Background: an optimization exercise with open tools, aiming at a short achievable clock period and few clock cycles per item. Do not read the settings as production practice. At most, simulation tests tie the RTL to the original design; equivalence was not proved. The clock input has no modelled driver; a real chip could not lean on it and would need a root buffer or a full tree. Power figures rest on the tool's default switching activity, not on a simulated workload.

Design mem_arbiter_nport, start of the top module:
module mem_arbiter_nport #(
    parameter int NUM_PORTS  = 4,
    parameter int BLOCK_SIZE = 32,
    parameter int ARB_MODE   = 1
) (
    input  logic                              clk,
    input  logic                              rst,
    input  logic [NUM_PORTS-1:0]              req_valid,
    input  logic [NUM_PORTS-1:0]              req_write,
    input  logic [NUM_PORTS-1:0]              req_single,
    input  logic [NUM_PORTS*32-1:0]           req_addr,
    input  logic [NUM_PORTS*BLOCK_SIZE*8-1:0] req_wdata,
    output logic [NUM_PORTS-1:0]              grant,
    output logic [NUM_PORTS-1:0]              resp_done,
    output logic [BLOCK_SIZE*8-1:0]           resp_rdata,
    output logic [31:0]                       addr,
    output logic                              write,
    output logic [31:0]                       wdata,
    output logic [1:0]                        transfer,
    input  logic [31:0]                       rdata,
    input  logic                              ready
);
    localparam int NP     = NUM_PORTS;
    localparam int WORDS  = BLOCK_SIZE / 4;
    localparam int LINE_W = BLOCK_SIZE * 8;
    function automatic logic [NP-1:0] rr_pick(input logic [NP-1:0] req, input logic [NP-1:0] after);
        logic [NP-1:0] pick;
        logic          found;
        pick = '0;
        for (int s = 0; s < NP; s++) begin
            if (after[s]) begin
                found = 1'b0;
                for (int i = 1; i <= NP; i++) begin
                    if (!found && req[(s + i) % NP]) begin
                        pick[(s + i) % NP] = 1'b1;
                        found = 1'b1;
                    end
                end
            end
        end
        rr_pick = pick;
    endfunction
  ...
For scale: about 2,400 cells after synthesis, about 630 flip-flops, ~29,000 µm² of cells after synthesis.
Settings: LEC_CHECK=0, ABC_CLOCK_PERIOD_IN_PS=1500, CAP_MARGIN=20, CORE_AREA=5 5 315 315, DIE_AREA=0 0 320 320, PLACE_DENSITY=0.5, SETUP_SLACK_MARGIN=3.3, SLEW_MARGIN=20; clock period 5.0 ns.
standard.sh (not shown) runs the stock make flow with config.mk's settings and CLKGATE_MAP_FILE= SYNTH_SCRIPT=/design/flow/synth_recipe.tcl, a recipe that flattens the netlist after the stock synthesis.
==> flow/flow/run.sh <==
#!/bin/bash
# Standard ORFS flow with: fast port buffers (buffer_ports uses buf_4, and the resizer may
# change a cell's footprint); I/O pins allowed one routing track apart, with the clock pin
# alone in the middle of the left edge; and a two-level clock tree built by cts_tree.tcl in
# place of TritonCTS (the clock port drives four buffers, each driving the leaf buffers of
# one region of flip-flops); and after CTS, one more setup repair of the paths into the
# registers (post_cts.tcl). ORFS writes each step's log under orfs/logs; make's own output
# goes to make.log.
set -euo pipefail
die=$(grep -o 'DIE_AREA=0 0 [0-9.]* [0-9.]*' standard.sh | awk '{print $4}')
lo=$(awk -v h="$die" 'BEGIN{print int(h/2-10)}'); hi=$(awk -v h="$die" 'BEGIN{print int(h/2+10)}')
sed -e "s|\"\${@:-finish}\"|MATCH_CELL_FOOTPRINT=0 'BUFFER_PORTS_ARGS=-buffer_cell sky130_fd_sc_hd__buf_4' 'PLACE_PINS_ARGS=-min_distance 1 -min_distance_in_tracks -exclude left:$lo-$hi' PRE_IO_PLACEMENT_TCL=$PWD/flow/pins.tcl PRE_CTS_TCL=$PWD/flow/cts_tree.tcl POST_CTS_TCL=$PWD/flow/post_cts.tcl \"\${@:-finish}\"|" standard.sh > flow_standard.sh
bash flow_standard.sh finish > make.log 2>&1
Other scripts of this flow, unchanged in this note and not shown: flow/flow/cts_tree.tcl, flow/flow/pins.tcl, flow/flow/post_cts.tcl
The starting point passed the timing, design-rule and antenna checks.
==> next run, changes <==
PLACE_DENSITY = not set   (was 0.5)
- Now the flow aborted during global routing (5_1_grt)
- area after synthesis stays the same
- synthesized cell count stays the same
==> next run, changes <==
CORE_AREA = 5 5 325 325   (was 5 5 315 315)
DIE_AREA = 0 0 330 330   (was 0 0 320 320)
The new run died in global routing (5_1_grt).
Synthesized area stays the same.
Synthesized cell count is unchanged.
==> next run, changes <==
CORE_AREA = 12 12 318 318   (was 5 5 325 325)
Effect: The changed run failed in global routing (5_1_grt), error GRT-0116; area after synthesis stays the same; synthesized cell count does not change.
Function was not checked in any run of this note: the RTL went through the layout flow alone. The clock cells of the first run of this note come from the design's own scripts or RTL, not from TritonCTS.

The RTL this note starts from:
==> flow/design.v <==
module mem_arbiter_nport #(
    parameter int NUM_PORTS  = 4,
    parameter int BLOCK_SIZE = 32,
    parameter int ARB_MODE   = 1
) (
    input  logic                              clk,
    input  logic                              rst,
    input  logic [NUM_PORTS-1:0]              req_valid,
    input  logic [NUM_PORTS-1:0]              req_write,
    input  logic [NUM_PORTS-1:0]              req_single,
    input  logic [NUM_PORTS*32-1:0]           req_addr,
    input  logic [NUM_PORTS*BLOCK_SIZE*8-1:0] req_wdata,
    output logic [NUM_PORTS-1:0]              grant,
    output logic [NUM_PORTS-1:0]              resp_done,
    output logic [BLOCK_SIZE*8-1:0]           resp_rdata,
    output logic [31:0]                       addr,
    output logic                              write,
    output logic [31:0]                       wdata,
    output logic [1:0]                        transfer,
    input  logic [31:0]                       rdata,
    input  logic                              ready
);
    localparam int NP     = NUM_PORTS;
    localparam int WORDS  = BLOCK_SIZE / 4;
    localparam int LINE_W = BLOCK_SIZE * 8;
    function automatic logic [NP-1:0] rr_pick(input logic [NP-1:0] req, input logic [NP-1:0] after);
        logic [NP-1:0] pick;
        logic          found;
        pick = '0;
        for (int s = 0; s < NP; s++) begin
            if (after[s]) begin
                found = 1'b0;
                for (int i = 1; i <= NP; i++) begin
                    if (!found && req[(s + i) % NP]) begin
                        pick[(s + i) % NP] = 1'b1;
                        found = 1'b1;
                    end
                end
            end
        end
        rr_pick = pick;
    endfunction
    function automatic logic [NP-1:0] between(input logic [NP-1:0] a, input logic [NP-1:0] b);
        logic [NP-1:0] m;
        logic          inRange;
        m = '0;
        for (int s = 0; s < NP; s++) begin
            if (a[s]) begin
                inRange = 1'b1;
                for (int i = 1; i < NP; i++) begin
                    if (b[(s + i) % NP]) inRange = 1'b0;
                    if (inRange) m[(s + i) % NP] = 1'b1;
                end
            end
        end
        between = m;
    endfunction
    logic [NP-1:0] ptr;      
    logic [NP-1:0] nxt;      
    logic          nxtV;
    logic [NP-1:0] nxtLo;    
    logic [NP-1:0] nxtHi;    
    logic [NP-1:0] btw;      
    logic [NP-1:0] btwFree;  
    logic [NP-1:0] busy;     
    logic             idle;       
    logic             laterN;     
    logic [NP-1:0]    doneN;      
    logic             selNew;     
    logic             last;       
    logic [NP-1:0]    owner;      
    logic [WORDS-1:0] beatOH;     
    logic [WORDS-1:0] capture;    
    logic [LINE_W-1:32] lineHi;   
    logic [31:0]      addrI;      
    logic             writeI;
    logic [31:0]      wdataI;
    logic [NP-1:0] cand;
    logic          go, commit;
    assign go     = idle || ready;
    assign cand   = req_valid & ~busy;
    assign commit = nxtV && !(|(req_valid & btwFree)) && go && selNew;
    logic [LINE_W-1:0] newLine;
    logic [31:0]       newAddr;
    logic              newWrite, newSingle;
    always_comb begin
        newLine   = '0;
        newAddr   = '0;
        newWrite  = 1'b0;
        newSingle = 1'b0;
        for (int p = 0; p < NP; p++) begin
            newLine[LINE_W/2-1:0] = newLine[LINE_W/2-1:0] | (req_wdata[p*LINE_W +: LINE_W/2] & {(LINE_W/2){nxtLo[p]}});
            newLine[LINE_W-1:LINE_W/2] = newLine[LINE_W-1:LINE_W/2] | (req_wdata[p*LINE_W + LINE_W/2 +: LINE_W/2] & {(LINE_W/2){nxtHi[p]}});
            newAddr   = newAddr | (req_addr[p*32 +: 32] & {32{nxtLo[p]}});
            newWrite  = newWrite | (req_write[p] & nxtLo[p]);
            newSingle = newSingle | (req_single[p] & nxtLo[p]);
        end
        newAddr = newSingle ? {newAddr[31:2], 2'b00} : {newAddr[31:5], 5'b0};
    end
    logic [NP-1:0] pickA, pickH, btwA, btwH, freeA, freeH;
    logic [NP-1:0] nxtN, busyN, btwN;
    logic          nxtVN;
    always_comb begin
        pickA = rr_pick(cand & ~nxt, nxt);        
        pickH = rr_pick(cand, ptr);               
        btwA  = between(nxt, pickA);
        btwH  = between(ptr, pickH);
        freeA = ~((busy & doneN) | nxt);
        freeH = ~(busy & doneN);
        nxtN  = commit ? pickA : pickH;
        nxtVN = commit ? |(cand & ~nxt) : |cand;
        busyN = commit ? ~freeA : ~freeH;
        btwN  = commit ? btwA : btwH;
    end
    always_ff @(posedge clk or posedge rst) begin
        if (rst) begin
            ptr     <= NP'(1) << (NP - 1);
            nxt     <= '0;
            nxtV    <= 1'b0;
            busy    <= '0;
            btw     <= between(NP'(1) << (NP - 1), '0);
            btwFree <= between(NP'(1) << (NP - 1), '0);
        end else begin
            busy    <= busyN;
            nxt     <= nxtN;
            nxtV    <= nxtVN;
            btw     <= btwN;
            btwFree <= commit ? (btwA & freeA) : (btwH & freeH);
            if (commit) ptr <= nxt;
        end
    end
    always_ff @(posedge clk) nxtLo <= nxtN;
    always_ff @(posedge clk or posedge rst) begin
        if (rst) nxtHi <= '1;
        else     nxtHi <= nxtN;
    end
    logic [1:0]        transferN;
    logic [NP-1:0]     grantN;
    logic              writeN;
    logic [31:0]       addrN;
    logic [31:0]       wdataN;
    always_comb begin
        if (selNew) begin
            transferN = commit ? 2'b10 : 2'b00;
            grantN    = nxtLo;
            writeN    = newWrite;
            addrN     = newAddr;
            wdataN    = newLine[31:0];
        end else begin
            transferN = 2'b11;
            grantN    = owner;
            writeN    = writeI;
            addrN     = {addrI[31:5], addrI[4:2] + 3'd1, addrI[1:0]};
            wdataN    = '0;
            for (int w = 1; w < WORDS; w++)
                wdataN = wdataN | (lineHi[w*32 +: 32] & {32{beatOH[w-1]}});
        end
    end
    always_ff @(posedge clk or posedge rst) begin
        if (rst) begin
            idle      <= 1'b1;
            laterN    <= 1'b1;
            doneN     <= '1;
            selNew    <= 1'b1;
            capture   <= '0;
            owner     <= '0;
            writeI    <= 1'b0;
            addrI     <= '0;
            wdataI    <= '0;
        end else begin
            doneN <= ~((!idle && last && ready) ? owner : '0);
            if (go) begin
                laterN   <= !transferN[0];
                writeI   <= writeN;
                addrI    <= addrN;
                wdataI   <= wdataN;
                if (selNew) begin
                    idle    <= !commit;
                    selNew  <= !commit || newSingle;
                    capture <= (commit && !newWrite) ? WORDS'(1) : '0;
                    owner   <= nxt;
                end else begin
                    selNew  <= beatOH[WORDS-2];
                    capture <= capture << 1;
                end
            end
        end
    end
    always_ff @(posedge clk or posedge rst) begin
        if (rst) begin
            transfer  <= 2'b00;
            resp_done <= '0;
        end else begin
            transfer  <= go ? transferN : {!idle, !laterN};
            resp_done <= (!idle && last && ready) ? owner : '0;
        end
    end
    always_ff @(posedge clk) begin
        grant <= go ? grantN : owner;
        write <= go ? writeN : writeI;
        addr  <= go ? addrN : addrI;
        wdata <= go ? wdataN : wdataI;
    end
    always_ff @(posedge clk) begin
        if (selNew) lineHi <= newLine[LINE_W-1:32];
        if (go) begin
            if (selNew) begin
                last   <= newSingle;
                beatOH <= WORDS'(1);
            end else begin
                last   <= beatOH[WORDS-2];
                beatOH <= beatOH << 1;
            end
        end
    end
    always_ff @(posedge clk or posedge rst) begin
        if (rst) begin
            resp_rdata <= '0;
        end else begin
            for (int w = 0; w < WORDS; w++)
                if (capture[w]) resp_rdata[w*32 +: 32] <= rdata;
        end
    end
endmodule
==> flow/config.mk <==
export PLATFORM = sky130hd
export DESIGN_NAME = mem_arbiter_nport
export DESIGN_NICKNAME = mem_arbiter_nport
export VERILOG_FILES = /design/flow/design.v
export SDC_FILE = /design/flow/constraint.sdc
export NUM_CORES = 4
export LEC_CHECK = 0
export ABC_CLOCK_PERIOD_IN_PS = 1500
export CAP_MARGIN = 20
export CORE_AREA = 5 5 315 315
export DIE_AREA = 0 0 320 320
export PLACE_DENSITY = 0.5
export SETUP_SLACK_MARGIN = 3.3
export SLEW_MARGIN = 20
==> flow/constraint.sdc <==
create_clock -name core_clock -period 5.0 [get_ports {clk}]
set_input_delay 1.0000 -clock core_clock [delete_from_list [all_inputs] [get_ports {clk}]]
set_output_delay 1.0000 -clock core_clock [all_outputs]
set_load 0.01 [all_outputs]
==> flow/flow/run.sh <==
#!/bin/bash
# Standard ORFS flow with: fast port buffers (buffer_ports uses buf_4, and the resizer may
# change a cell's footprint); I/O pins allowed one routing track apart, with the clock pin
# alone in the middle of the left edge; a two-level clock tree built by cts_tree.tcl in
# place of TritonCTS (the clock port drives four buffers, each driving the leaf buffers of
# one region of flip-flops); after CTS, one more setup repair of the paths into the
# registers (post_cts.tcl); and the slow complex gates a222oi_1 and a2111oi_0 added to the
# platform's don't-use cells (synthesis keeps the same registers). ORFS writes each step's
# log under orfs/logs; make's own output goes to make.log.
set -euo pipefail
die=$(grep -o 'DIE_AREA=0 0 [0-9.]* [0-9.]*' standard.sh | awk '{print $4}')
lo=$(awk -v h="$die" 'BEGIN{print int(h/2-10)}'); hi=$(awk -v h="$die" 'BEGIN{print int(h/2+10)}')
dontuse=$(make -s -C "$FLOW_HOME" DESIGN_CONFIG="$PWD/config.mk" WORK_HOME="$PWD/orfs" print-DONT_USE_CELLS 2> dontuse.log | sed -n 's/^DONT_USE_CELLS: //p')
[[ -n "$dontuse" ]] || { echo "could not read DONT_USE_CELLS" >&2; exit 1; }
dontuse="$dontuse sky130_fd_sc_hd__a222oi_1 sky130_fd_sc_hd__a2111oi_0"
sed -e "s|\"\${@:-finish}\"|MATCH_CELL_FOOTPRINT=0 'BUFFER_PORTS_ARGS=-buffer_cell sky130_fd_sc_hd__buf_4' 'PLACE_PINS_ARGS=-min_distance 1 -min_distance_in_tracks -exclude left:$lo-$hi' PRE_IO_PLACEMENT_TCL=$PWD/flow/pins.tcl PRE_CTS_TCL=$PWD/flow/cts_tree.tcl POST_CTS_TCL=$PWD/flow/post_cts.tcl 'DONT_USE_CELLS=$dontuse' \"\${@:-finish}\"|" standard.sh > flow_standard.sh
bash flow_standard.sh finish > make.log 2>&1
==> flow/flow/cts_tree.tcl <==
# Manual clock tree: the clock port drives NG first-level clkbufs, each driving an equal share
# of the leaf clkbufs; each leaf clkbuf drives one k-means cluster of at most cap flip-flops.
proc mt_kmeans {pts K} {
  # pts: list of {x y}; returns {centers assign}
  set n [llength $pts]
  set sorted [lsort -real -index 0 $pts]
  set cx {}; set cy {}
  for {set k 0} {$k < $K} {incr k} {
    set s [lindex $sorted [expr {int(($k + 0.5) * $n / $K)}]]
    lappend cx [lindex $s 0]; lappend cy [lindex $s 1]
  }
  for {set iter 0} {$iter < 40} {incr iter} {
    set sx [lrepeat $K 0.0]; set sy [lrepeat $K 0.0]; set cnt [lrepeat $K 0]
    set assign {}
    foreach p $pts {
      set x [lindex $p 0]; set y [lindex $p 1]
      set best 0; set bd 1e30
      for {set k 0} {$k < $K} {incr k} {
        set d [expr {hypot($x-[lindex $cx $k], $y-[lindex $cy $k])}]
        if {$d < $bd} {set bd $d; set best $k}
      }
      lappend assign $best
      lset sx $best [expr {[lindex $sx $best]+$x}]
      lset sy $best [expr {[lindex $sy $best]+$y}]
      lset cnt $best [expr {[lindex $cnt $best]+1}]
    }
    for {set k 0} {$k < $K} {incr k} {
      if {[lindex $cnt $k] > 0} {
        lset cx $k [expr {[lindex $sx $k]/[lindex $cnt $k]}]
        lset cy $k [expr {[lindex $sy $k]/[lindex $cnt $k]}]
      }
    }
  }
  return [list $cx $cy $assign $cnt]
}

proc mt_buf {block master name x y inNet outNetName} {
  set inst [odb::dbInst_create $block $master $name]
  $inst setLocation [expr {int($x)}] [expr {int($y)}]
  $inst setPlacementStatus PLACED
  set net [odb::dbNet_create $block $outNetName]
  $net setSigType CLOCK
  [$inst findITerm A] connect $inNet
  [$inst findITerm X] connect $net
  return $net
}

proc mytree_build {K NG cap {leafMaster sky130_fd_sc_hd__clkbuf_16} {l1Master sky130_fd_sc_hd__clkbuf_16}} {
  set db [ord::get_db]
  set block [ord::get_db_block]
  set clkNet [$block findNet clk]
  set its {}; set pts {}
  foreach it [$clkNet getITerms] {
    set b [[$it getInst] getBBox]
    lappend its $it
    lappend pts [list [expr {([$b xMin]+[$b xMax])/2.0}] [expr {([$b yMin]+[$b yMax])/2.0}]]
  }
  lassign [mt_kmeans $pts $K] cx cy assign cnt
  # split clusters bigger than cap in two until none is
  while {1} {
    set big -1; set bigc $cap
    for {set k 0} {$k < [llength $cnt]} {incr k} { if {[lindex $cnt $k] > $bigc} { set big $k; set bigc [lindex $cnt $k] } }
    if {$big < 0} break
    set sub {}; set subi {}
    set i 0
    foreach p $pts a $assign { if {$a == $big} { lappend sub $p; lappend subi $i }; incr i }
    lassign [mt_kmeans $sub 2] scx scy sassign scnt
    set newk [llength $cnt]
    lset cx $big [lindex $scx 0]; lset cy $big [lindex $scy 0]; lset cnt $big [lindex $scnt 0]
    lappend cx [lindex $scx 1]; lappend cy [lindex $scy 1]; lappend cnt [lindex $scnt 1]
    foreach i $subi a $sassign { if {$a == 1} { lset assign $i $newk } }
  }
  set K [llength $cnt]
  set lpts {}; set lidx {}
  for {set k 0} {$k < $K} {incr k} {
    if {[lindex $cnt $k] > 0} { lappend lpts [list [lindex $cx $k] [lindex $cy $k]]; lappend lidx $k }
  }
  # balanced groups: leaves sorted by angle around their mean, cut into NG equal runs
  set mx 0.0; set my 0.0
  foreach p $lpts { set mx [expr {$mx + [lindex $p 0]}]; set my [expr {$my + [lindex $p 1]}] }
  set nl [llength $lpts]
  set mx [expr {$mx / $nl}]; set my [expr {$my / $nl}]
  set ang {}
  set i 0
  foreach p $lpts { lappend ang [list $i [expr {atan2([lindex $p 1] - $my, [lindex $p 0] - $mx)}]]; incr i }
  set ang [lsort -real -index 1 $ang]
  set gassign [lrepeat $nl 0]
  set gcnt [lrepeat $NG 0]; set gx [lrepeat $NG 0.0]; set gy [lrepeat $NG 0.0]
  set r 0
  foreach a $ang {
    set g [expr {$r * $NG / $nl}]
    set i [lindex $a 0]
    lset gassign $i $g
    lset gcnt $g [expr {[lindex $gcnt $g] + 1}]
    lset gx $g [expr {[lindex $gx $g] + [lindex $lpts $i 0]}]
    lset gy $g [expr {[lindex $gy $g] + [lindex $lpts $i 1]}]
    incr r
  }
  for {set g 0} {$g < $NG} {incr g} {
    lset gx $g [expr {[lindex $gx $g] / [lindex $gcnt $g]}]
    lset gy $g [expr {[lindex $gy $g] / [lindex $gcnt $g]}]
  }
  set leafM [$db findMaster $leafMaster]
  set l1M [$db findMaster $l1Master]
  set l1nets {}
  for {set g 0} {$g < $NG} {incr g} {
    if {[lindex $gcnt $g] == 0} { lappend l1nets {}; continue }
    lappend l1nets [mt_buf $block $l1M "mcts_l1_$g" [lindex $gx $g] [lindex $gy $g] $clkNet "mcts_l1_net_$g"]
  }
  set leafnet [dict create]
  foreach k $lidx g $gassign {
    dict set leafnet $k [mt_buf $block $leafM "mcts_leaf_$k" [lindex $cx $k] [lindex $cy $k] [lindex $l1nets $g] "mcts_leaf_net_$k"]
  }
  foreach it $its k $assign {
    $it disconnect
    $it connect [dict get $leafnet $k]
  }
  puts "mytree: [llength $its] sinks, [llength $lidx] leaves in $NG groups (sizes $gcnt), leaf sizes $cnt"
}
# Sourced by ORFS's cts.tcl before its clock_tree_synthesis call (PRE_CTS_TCL): build the
# tree here, then stand in for clock_tree_synthesis so that it only switches the clock to
# propagated, as clock_tree_synthesis does after building its own tree.
mytree_build 24 4 28
rename clock_tree_synthesis orfs_clock_tree_synthesis
proc clock_tree_synthesis {args} {
  set_propagated_clock [all_clocks]
  puts "clock tree built by cts_tree.tcl"
}
Other scripts of this flow, unchanged in this note and not shown: flow/flow/pins.tcl, flow/flow/post_cts.tcl
Testbench counts at the start, summed over its fixed seeds: cycles 12,747, items 2,048.
Edit:
--- a/flow/flow/cts_tree.tcl
+++ b/flow/flow/cts_tree.tcl
@@ -121,5 +121,5 @@
 # tree here, then stand in for clock_tree_synthesis so that it only switches the clock to
 # propagated, as clock_tree_synthesis does after building its own tree.
-mytree_build 24 4 28
+mytree_build 24 4 18
 rename clock_tree_synthesis orfs_clock_tree_synthesis
 proc clock_tree_synthesis {args} {
The changed run finished clean.
Clock power grows by a quarter to a third.
Final cell count grows slightly.
Global-route usage grows by 0.32 points.
Setup slack degrades by 32 ps.
Utilization grows by 1.2 points.
Hold slack degrades by 8.5 ps.
Combinational power grows by a little under a tenth.
Synthesized cell count is unchanged.
Wire length grows slightly.
Via count grows slightly.
Edit:
--- a/flow/flow/cts_tree.tcl
+++ b/flow/flow/cts_tree.tcl
@@ -121,5 +121,5 @@
 # tree here, then stand in for clock_tree_synthesis so that it only switches the clock to
 # propagated, as clock_tree_synthesis does after building its own tree.
-mytree_build 24 4 18
+mytree_build 24 4 22
 rename clock_tree_synthesis orfs_clock_tree_synthesis
 proc clock_tree_synthesis {args} {
- CORE_AREA: 5 5 315 315 -> 5 5 295 295
- DIE_AREA: 0 0 320 320 -> 0 0 300 300
- PLACE_DENSITY: 0.5 -> 0.7
- The changed run ended with an error in 5_1_grt
- synthesized area stays the same
- synthesized cell count is unchanged
Edit:
- CORE_AREA: 5 5 295 295 -> 5 5 315 315
- DIE_AREA: 0 0 300 300 -> 0 0 320 320
- PLACE_DENSITY: 0.7 -> unset
Now the flow completed without violations.
Area after synthesis does not change.
Synthesized cell count is unchanged.
The clock cells of the first, second and fourth runs of this note come from the design's own scripts or RTL, not from TritonCTS.

## re-timing with driven ports
No port has a modelled driver above. Below, the same layouts with a new extraction and two added sets of constraints. Step 1 assumes that a clkbuf_16 drives the clock port and a buf_2 every other input. Step 2 adds t to the input delays and takes it off the output delays; t is the mean of the earliest and latest rising clock arrival at the registers after step 1. Input paths then give back, and output paths get back, about the clock's delay inside the block. Three values: no drivers, after step 1, after step 2; two values: the first two.
run | shift t [ns] | setup slack, ns | worst setup path at the end | clock arrival spread, ns
the first run of note 1 | 0.545 | 2.659 / 2.659 / 2.546 | input to register | 0.075 / 0.076
the first run of note 2 | 0.537 | 3.043 / 2.899 / 2.572 | input to register | 0.051 / 0.051
the second run of note 2 | 0.571 | 3.011 / 2.885 / 2.498 | input to register | 0.042 / 0.042
the fourth run of note 2 | 0.559 | 2.981 / 2.838 / 2.526 | input to register | 0.068 / 0.068
After both steps every run listed still meets setup and hold. The setup slack of the second run of note 2, which loses most, moves by -0.126 ns with the drivers and by -0.513 ns with both steps.
